Context: an optimization exercise on an open-source flow, tuned for small area, a short achievable clock period and few clock cycles per item. The choices shown serve that exercise and are no tape-out recipe. Only simulation tests tie the RTL to the original design; equivalence was not proved. Power and IR drop assume default switching activity.

==> inputs of v18 <==
==> flow/design.v (excerpt) <==
module sat_top (
    input  wire logic        clk,
    input  wire logic        rst_n,
    input  wire logic        req_valid,
    output logic             req_ready,
    input  wire logic [2:0]  req_op,
    input  wire logic [63:0] req_node_iid,
    input  wire logic [7:0]  req_report_status,
    input  wire logic [5:0]  req_entry_index,
    output logic             rsp_valid,
    input  wire logic        rsp_ready,
    output logic [2:0]       rsp_result_code,
    output logic [6:0]       rsp_member_count,
    output logic             rsp_window_open,
    output logic             rsp_admission_done,
    output logic [6:0]       rsp_accepted_total,
    output logic [6:0]       rsp_rejected_total,
    output logic [6:0]       rsp_silent_total,
    output logic             rsp_table_empty,
    output logic [5:0]       rsp_match_index,
    input  wire logic        cfg_valid,
    output logic             cfg_ready,
    input  wire logic [7:0]  cfg_index,
    input  wire logic [15:0] cfg_data
);
clock: 5.0 ns
lec_check: 0
cap_margin: 20
core_margin: 2
core_utilization: 40
slew_margin: 20
run.sh (not shown) runs the stock make flow with config.mk's settings and CLKGATE_MAP_FILE= SYNTH_SCRIPT=/design/flow/synth_recipe.tcl, a recipe that flattens the netlist after the stock synthesis.
==> v11: changes against v18 <==
--- a/flow/design.v
+++ b/flow/design.v
@@ -100,17 +100,17 @@
     localparam logic [CW-1:0] FULL_COUNT = CW'(N);
     function automatic int pidx(input int p, input int q);
         pidx = p * N - (p * (p + 1)) / 2 + (q - p - 1);
     endfunction
     logic [N-1:0]  occ_reg, rep_reg, acc_reg;
     logic [NP-1:0] ord_reg;
     logic [AW-1:0] rank_reg [N];
     logic [N-1:0]  drop_reg;
-    logic [CW-1:0] count_reg, vcount_reg, nacc_reg, nrej_reg;
+    logic [CW-1:0] count_reg, vcount_reg, nacc_reg, nrej_reg, nsil_reg;
     logic          window_reg;
     logic [15:0]   countdown_reg;
     logic          r_valid;
     logic          r_clear, r_add, r_begin, r_report, r_tick, r_cancel, r_remove;
     logic [N-1:0]  r_match;
     logic [N-1:0]  r_slot;
     logic          r_eq;
     logic [5:0]    r_idx;
@@ -119,50 +119,65 @@
     logic [N-1:0]  s_win;
     logic          s_any;
     logic [N-1:0]  s_slot;
     logic          s_eq;
     logic [5:0]    s_idx;
     logic              rsp_valid_reg;
     sat_pkg::sat_rsp_t rsp_reg;
     logic          dropping;
-    logic          r_may_free;
-    logic [N-1:0]  occ_c, free_c, slot_in;
-    logic          cons_full, stall_add;
+    logic [N-1:0]  used_c, used_n, free_n, slot_n, slot_q;
+    logic          full_q, pend_free, sure_full, stall_add;
+    logic          r_grow, s_grow, r_free_op, s_free_op;
     logic          rsp_free, hold, adv, s_free, bubble, adv2, fire;
     logic [N-1:0]  we, match_in;
     assign dropping = |drop_reg;
-    assign r_may_free = dropping ||
-                        (r_valid && (r_clear || r_report || r_tick || r_remove)) ||
-                        (s_valid && (s_clear || s_report || s_tick || s_remove));
-    assign occ_c      = occ_reg | drop_reg | ((r_valid && r_add) ? r_slot : '0) |
-                        ((s_valid && s_add) ? s_slot : '0);
-    assign free_c     = ~occ_c;
-    assign cons_full  = ~|free_c;
+    assign used_c = occ_reg | drop_reg | ((r_valid && r_add) ? r_slot : '0) |
+                    ((s_valid && s_add) ? s_slot : '0);
+    assign used_n = used_c | we;
+    assign free_n = ~used_n;
     always_comb
     begin
         for (int i = 0; i < N; i++)
         begin
-            slot_in[i] = free_c[i];
+            slot_n[i] = free_n[i];
             for (int j = 0; j < i; j++)
             begin
-                slot_in[i] = slot_in[i] & ~free_c[j];
+                slot_n[i] = slot_n[i] & ~free_n[j];
             end
         end
     end
-    assign stall_add = (req.op == sat_pkg::OP_ADD) && cons_full && r_may_free;
+    always_ff @(posedge clk or negedge rst_n)
+    begin
+        if (!rst_n)
+        begin
+            slot_q <= N'(1);
+            full_q <= 1'b0;
+        end
+        else
+        begin
+            slot_q <= slot_n;
+            full_q <= &used_n;
+        end
+    end
+    assign pend_free = dropping || (r_valid && r_free_op) || (s_valid && s_free_op);
+    assign sure_full = !pend_free &&
+                       ((count_reg == CW'(N)) ||
+                        (count_reg == CW'(N - 1) && ((r_valid && r_grow) != (s_valid && s_grow))) ||
+                        (count_reg == CW'(N - 2) && r_valid && r_grow && s_valid && s_grow));
+    assign stall_add = (req.op == sat_pkg::OP_ADD) && full_q && !sure_full;
     assign rsp_free  = !rsp_valid_reg || rsp_ready;
     assign hold      = dropping && (s_remove || (s_report && window_reg));
     assign adv       = s_valid && rsp_free && !hold;
     assign s_free    = !s_valid || adv;
     assign bubble    = s_valid && s_remove && r_report;
     assign adv2      = r_valid && s_free && !bubble;
     assign req_ready = (!r_valid || adv2) && !stall_add;
     assign fire      = req_valid && req_ready;
-    assign we        = (fire && req.op == sat_pkg::OP_ADD) ? slot_in : '0;
+    assign we        = (fire && req.op == sat_pkg::OP_ADD) ? slot_q : '0;
     sat_id_ram #(
         .DEPTH (N)
     ) u_ids (
         .clk   (clk),
         .we    (we),
         .wdata (req.node_iid),
         .key   (req.node_iid),
         .match (match_in)
@@ -189,17 +204,20 @@
             r_clear  <= req.op == sat_pkg::OP_CLEAR;
             r_add    <= req.op == sat_pkg::OP_ADD;
             r_begin  <= req.op == sat_pkg::OP_BEGIN;
             r_report <= req.op == sat_pkg::OP_REPORT;
             r_tick   <= req.op == sat_pkg::OP_TICK;
             r_cancel <= req.op == sat_pkg::OP_CANCEL;
             r_remove <= req.op == sat_pkg::OP_REMOVE;
             r_match  <= match_in;
-            r_slot   <= slot_in;
+            r_slot   <= slot_q;
+            r_grow    <= req.op == sat_pkg::OP_ADD && !full_q;
+            r_free_op <= req.op == sat_pkg::OP_CLEAR || req.op == sat_pkg::OP_REPORT ||
+                         req.op == sat_pkg::OP_TICK || req.op == sat_pkg::OP_REMOVE;
             r_eq     <= req.report_status == accepted_code;
             r_idx    <= req.entry_index;
         end
     end
     logic [N-1:0]  sel, first, win_o, f_hit, win;
     logic          any_o, any;
     assign f_hit = r_match & ((s_valid && s_add) ? s_slot : '0);
     assign sel   = occ_reg & r_match;
@@ -249,16 +267,18 @@
             s_begin  <= r_begin;
             s_report <= r_report;
             s_tick   <= r_tick;
             s_cancel <= r_cancel;
             s_remove <= r_remove;
             s_win    <= win;
             s_any    <= any;
             s_slot   <= r_slot;
+            s_grow    <= r_grow;
+            s_free_op <= r_free_op;
             s_eq     <= r_eq;
             s_idx    <= r_idx;
         end
     end
     logic [N-1:0]  tgt;
     logic [AW-1:0] win_rank;
     logic          rep_w, tgt_rep, tgt_acc;
     logic          found, rep_ok, one_left, close_rep, cd_last, close_tick, close;
@@ -277,75 +297,79 @@
     end
     assign rep_w      = |(s_win & rep_reg);
     assign tgt_rep    = |(tgt & rep_reg);
     assign tgt_acc    = |(tgt & acc_reg);
     assign found      = s_report && window_reg && s_any;
     assign rep_ok     = found && !rep_w;
     assign eq_ok      = rep_ok && s_eq;
     assign rej_ok     = rep_ok && !s_eq;
-    assign one_left   = {1'b0, nacc_reg} + {1'b0, nrej_reg} + 1'b1 == {1'b0, count_reg};
+    assign one_left   = nsil_reg == CW'(1);
     assign close_rep  = rep_ok && one_left;
     assign cd_last    = countdown_reg[15:1] == '0;
     assign close_tick = s_tick && window_reg && cd_last;
     assign close      = close_rep || close_tick;
     assign acc_u      = acc_reg | (eq_ok ? s_win : '0);
     assign acc_total = close_rep ? (s_eq ? nacc_reg + 1'b1 : nacc_reg) :
                        close_tick ? nacc_reg : '0;
     assign rej_total = close_rep ? (s_eq ? nrej_reg : nrej_reg + 1'b1) :
                        close_tick ? nrej_reg : '0;
-    assign sil_total = close_tick ? count_reg - nacc_reg - nrej_reg : '0;
+    assign sil_total = close_tick ? nsil_reg : '0;
     assign bad_idx = s_idx >= 6'(count_reg);
     assign full    = count_reg == FULL_COUNT;
     assign add_ok  = s_add && !full;
     assign rm_now  = s_remove && !bad_idx;
     logic [N-1:0]  occ_next, rep_next, acc_next;
-    logic [CW-1:0] count_next, nacc_next, nrej_next;
+    logic [CW-1:0] count_next, nacc_next, nrej_next, nsil_next;
     logic          window_next;
     logic [15:0]   countdown_next;
     sat_pkg::rc_t  rc;
     always_comb
     begin
         occ_next       = occ_reg;
         rep_next       = rep_reg;
         acc_next       = acc_reg;
         count_next     = count_reg;
         nacc_next      = nacc_reg;
         nrej_next      = nrej_reg;
+        nsil_next      = nsil_reg;
         window_next    = window_reg;
         countdown_next = countdown_reg;
         rc             = sat_pkg::RC_OK;
         if (s_clear)
         begin
             occ_next    = '0;
             count_next  = '0;
             nacc_next   = '0;
             nrej_next   = '0;
+            nsil_next   = '0;
             window_next = 1'b0;
         end
         if (s_add)
         begin
             if (full)
             begin
                 rc = sat_pkg::RC_FULL;
             end
             else
             begin
                 occ_next   = occ_reg | s_slot;
                 rep_next   = rep_reg & ~s_slot;
                 acc_next   = acc_reg & ~s_slot;
                 count_next = count_reg + 1'b1;
+                nsil_next  = nsil_reg + 1'b1;
             end
         end
         if (s_begin)
         begin
             rep_next       = '0;
             acc_next       = '0;
             nacc_next      = '0;
             nrej_next      = '0;
+            nsil_next      = count_reg;
             window_next    = 1'b1;
             countdown_next = (timeout_ticks == '0) ? 16'd1 : timeout_ticks;
         end
         if (s_report)
         begin
             if (!window_reg)
             begin
                 rc = sat_pkg::RC_WINDOW;
@@ -356,18 +380,19 @@
             end
             else if (rep_w)
             begin
                 rc = sat_pkg::RC_DUP;
             end
         end
         if (rep_ok)
         begin
-            rep_next = rep_reg | s_win;
-            acc_next = acc_u;
+            rep_next  = rep_reg | s_win;
+            acc_next  = acc_u;
+            nsil_next = nsil_reg - 1'b1;
         end
         if (eq_ok)
         begin
             nacc_next = nacc_reg + 1'b1;
         end
         if (rej_ok)
         begin
             nrej_next = nrej_reg + 1'b1;
@@ -377,16 +402,17 @@
             countdown_next = countdown_reg - 16'd1;
         end
         if (close)
         begin
             occ_next    = occ_reg & acc_u;
             count_next  = acc_total;
             nacc_next   = acc_total;
             nrej_next   = '0;
+            nsil_next   = '0;
             window_next = 1'b0;
         end
         if (s_cancel)
         begin
             window_next = 1'b0;
         end
         if (s_remove)
         begin
@@ -395,35 +421,38 @@
                 rc = sat_pkg::RC_BADIDX;
             end
             else
             begin
                 occ_next   = occ_reg & ~tgt;
                 count_next = count_reg - 1'b1;
                 nacc_next  = nacc_reg - CW'(tgt_acc);
                 nrej_next  = nrej_reg - CW'(tgt_rep && !tgt_acc);
+                nsil_next  = nsil_reg - CW'(!tgt_rep);
             end
         end
     end
     always_ff @(posedge clk or negedge rst_n)
     begin
         if (!rst_n)
         begin
             occ_reg    <= '0;
             count_reg  <= '0;
             nacc_reg   <= '0;
             nrej_reg   <= '0;
+            nsil_reg   <= '0;
             window_reg <= 1'b0;
         end
         else if (adv)
         begin
             occ_reg    <= occ_next;
             count_reg  <= count_next;
             nacc_reg   <= nacc_next;
             nrej_reg   <= nrej_next;
+            nsil_reg   <= nsil_next;
             window_reg <= window_next;
         end
     end
     always_ff @(posedge clk)
     begin
         if (adv)
         begin
             rep_reg       <= rep_next;
@@ -438,37 +467,54 @@
         for (int p = 0; p < N; p++)
         begin
             for (int q = p + 1; q < N; q++)
             begin
                 ord_reg[pidx(p, q)] <= (ord_reg[pidx(p, q)] & ~ord_set[p]) | ord_set[q];
             end
         end
     end
-    logic [N-1:0]  dpick;
-    logic [AW-1:0] d_rank, dec_idx;
-    logic          dec_go, clear_go;
+    logic [N-1:0]  dcand, dnext, dpick_q;
+    logic [AW-1:0] dnext_rank, drank_q, dec_idx;
+    logic          dstep, dec_go, clear_go;
     logic [CW-1:0] new_rank;
+    assign dcand = drop_reg & ~dpick_q;
     always_comb
     begin
-        d_rank = '0;
+        dnext_rank = '0;
         for (int i = 0; i < N; i++)
         begin
-            dpick[i] = drop_reg[i];
+            dnext[i] = dcand[i];
             for (int j = 0; j < i; j++)
             begin
-                dpick[i] = dpick[i] & ~drop_reg[j];
+                dnext[i] = dnext[i] & ~dcand[j];
             end
-            d_rank = d_rank | (dpick[i] ? rank_reg[i] : '0);
+            dnext_rank = dnext_rank | (dnext[i] ? rank_reg[i] : '0);
         end
     end
+    assign dstep    = |dpick_q;
     assign clear_go = adv && s_clear;
-    assign dec_go   = dropping || (adv && rm_now);
-    assign dec_idx  = dropping ? d_rank : s_idx[AW-1:0];
-    assign new_rank = vcount_reg - CW'(dropping);
+    assign dec_go   = dstep || (adv && rm_now);
+    assign dec_idx  = dstep ? drank_q : s_idx[AW-1:0];
+    assign new_rank = vcount_reg - CW'(dstep);
+    always_ff @(posedge clk or negedge rst_n)
+    begin
+        if (!rst_n)
+        begin
+            dpick_q <= '0;
+        end
+        else
+        begin
+            dpick_q <= clear_go ? '0 : dnext;
+        end
+    end
+    always_ff @(posedge clk)
+    begin
+        drank_q <= dnext_rank - AW'(dstep && dnext_rank > drank_q);
+    end
     always_ff @(posedge clk)
     begin
         for (int p = 0; p < N; p++)
         begin
             if (ord_set[p])
             begin
                 rank_reg[p] <= new_rank[AW-1:0];
             end
@@ -487,17 +533,17 @@
         end
         else if (clear_go)
         begin
             drop_reg   <= '0;
             vcount_reg <= '0;
         end
         else
         begin
-            drop_reg   <= (drop_reg & ~dpick) | ((adv && close) ? occ_reg & ~acc_u : '0);
+            drop_reg   <= (drop_reg & ~dpick_q) | ((adv && close) ? occ_reg & ~acc_u : '0);
             vcount_reg <= vcount_reg + CW'(adv && add_ok) - CW'(dec_go);
         end
     end
     always_ff @(posedge clk or negedge rst_n)
     begin
         if (!rst_n)
         begin
             rsp_valid_reg <= 1'b0;
Settings changed: CORE_UTILIZATION 40 to 55, SETUP_SLACK_MARGIN from default to 1.5.
==> run summary <==
|  | v11 | v18 |
|---|---|---|
| Result of the run | complete, no violations | complete, no violations |
| Placed cell area | 0.0727 mm2 | 0.0722 mm2 |
| Reported sequential group power | 17800 uW | 17300 uW |
| Multi-input comb cells | 3297 | 3292 |
| Number of antenna diodes | 1 | 0 |
| Number of synthesized flops with an enable pin | 1263 | 1259 |
| Clock network area share | 6.46% | 6.42% |
| Highest signal layer in the routed design | met5 | met4 |
| Total routed wirelength | 207000 um | 209000 um |
| Total routing usage reported by global routing | 32.4% | 24.1% |
| Total combinational power | 9240 uW | 8940 uW |
| Number of placement rows | 129 | 150 |
| Internal power | 25700 uW | 24900 uW |
Testbench counts of v18, summed over its fixed seeds: cycles 4,905, items 4,723.
Testbench counts of v11, summed over its fixed seeds: cycles 4,960, items 4,723.

==> re-timing with driven ports <==
Ports are ideal in the flow. The routed layouts listed here were re-timed in OpenROAD.
Step 1 (the two cells are an assumption about what drives the block):
set clk [get_ports {clk}]
set_driving_cell -lib_cell sky130_fd_sc_hd__clkbuf_16 $clk
set_driving_cell -lib_cell sky130_fd_sc_hd__buf_2 [delete_from_list [all_inputs] $clk]
Step 2 times the ports against the registers' clock, not the clock port: input delays grow and output delays shrink by t, the midpoint of the rising clock arrivals with the driver on.
Three values: no drivers, after step 1, after step 2; two values: the first two.
run | t (ns) | slack for setup (ns) | worst setup path at the end | clock arrival spread, ns | worst slew at a driven data input, ns
v18 | 0.861 | 0.190 / 0.107 / 0.567 | register to register | 0.039 / 0.039 | 0.07
v11 | 0.863 | 1.413 / 1.333 / 1.009 | input to register | 0.040 / 0.039 | 0.10
After both steps every run listed still meets setup and hold. The setup slack of v11, which loses most, moves by -0.080 ns with the drivers and by -0.404 ns with both steps.
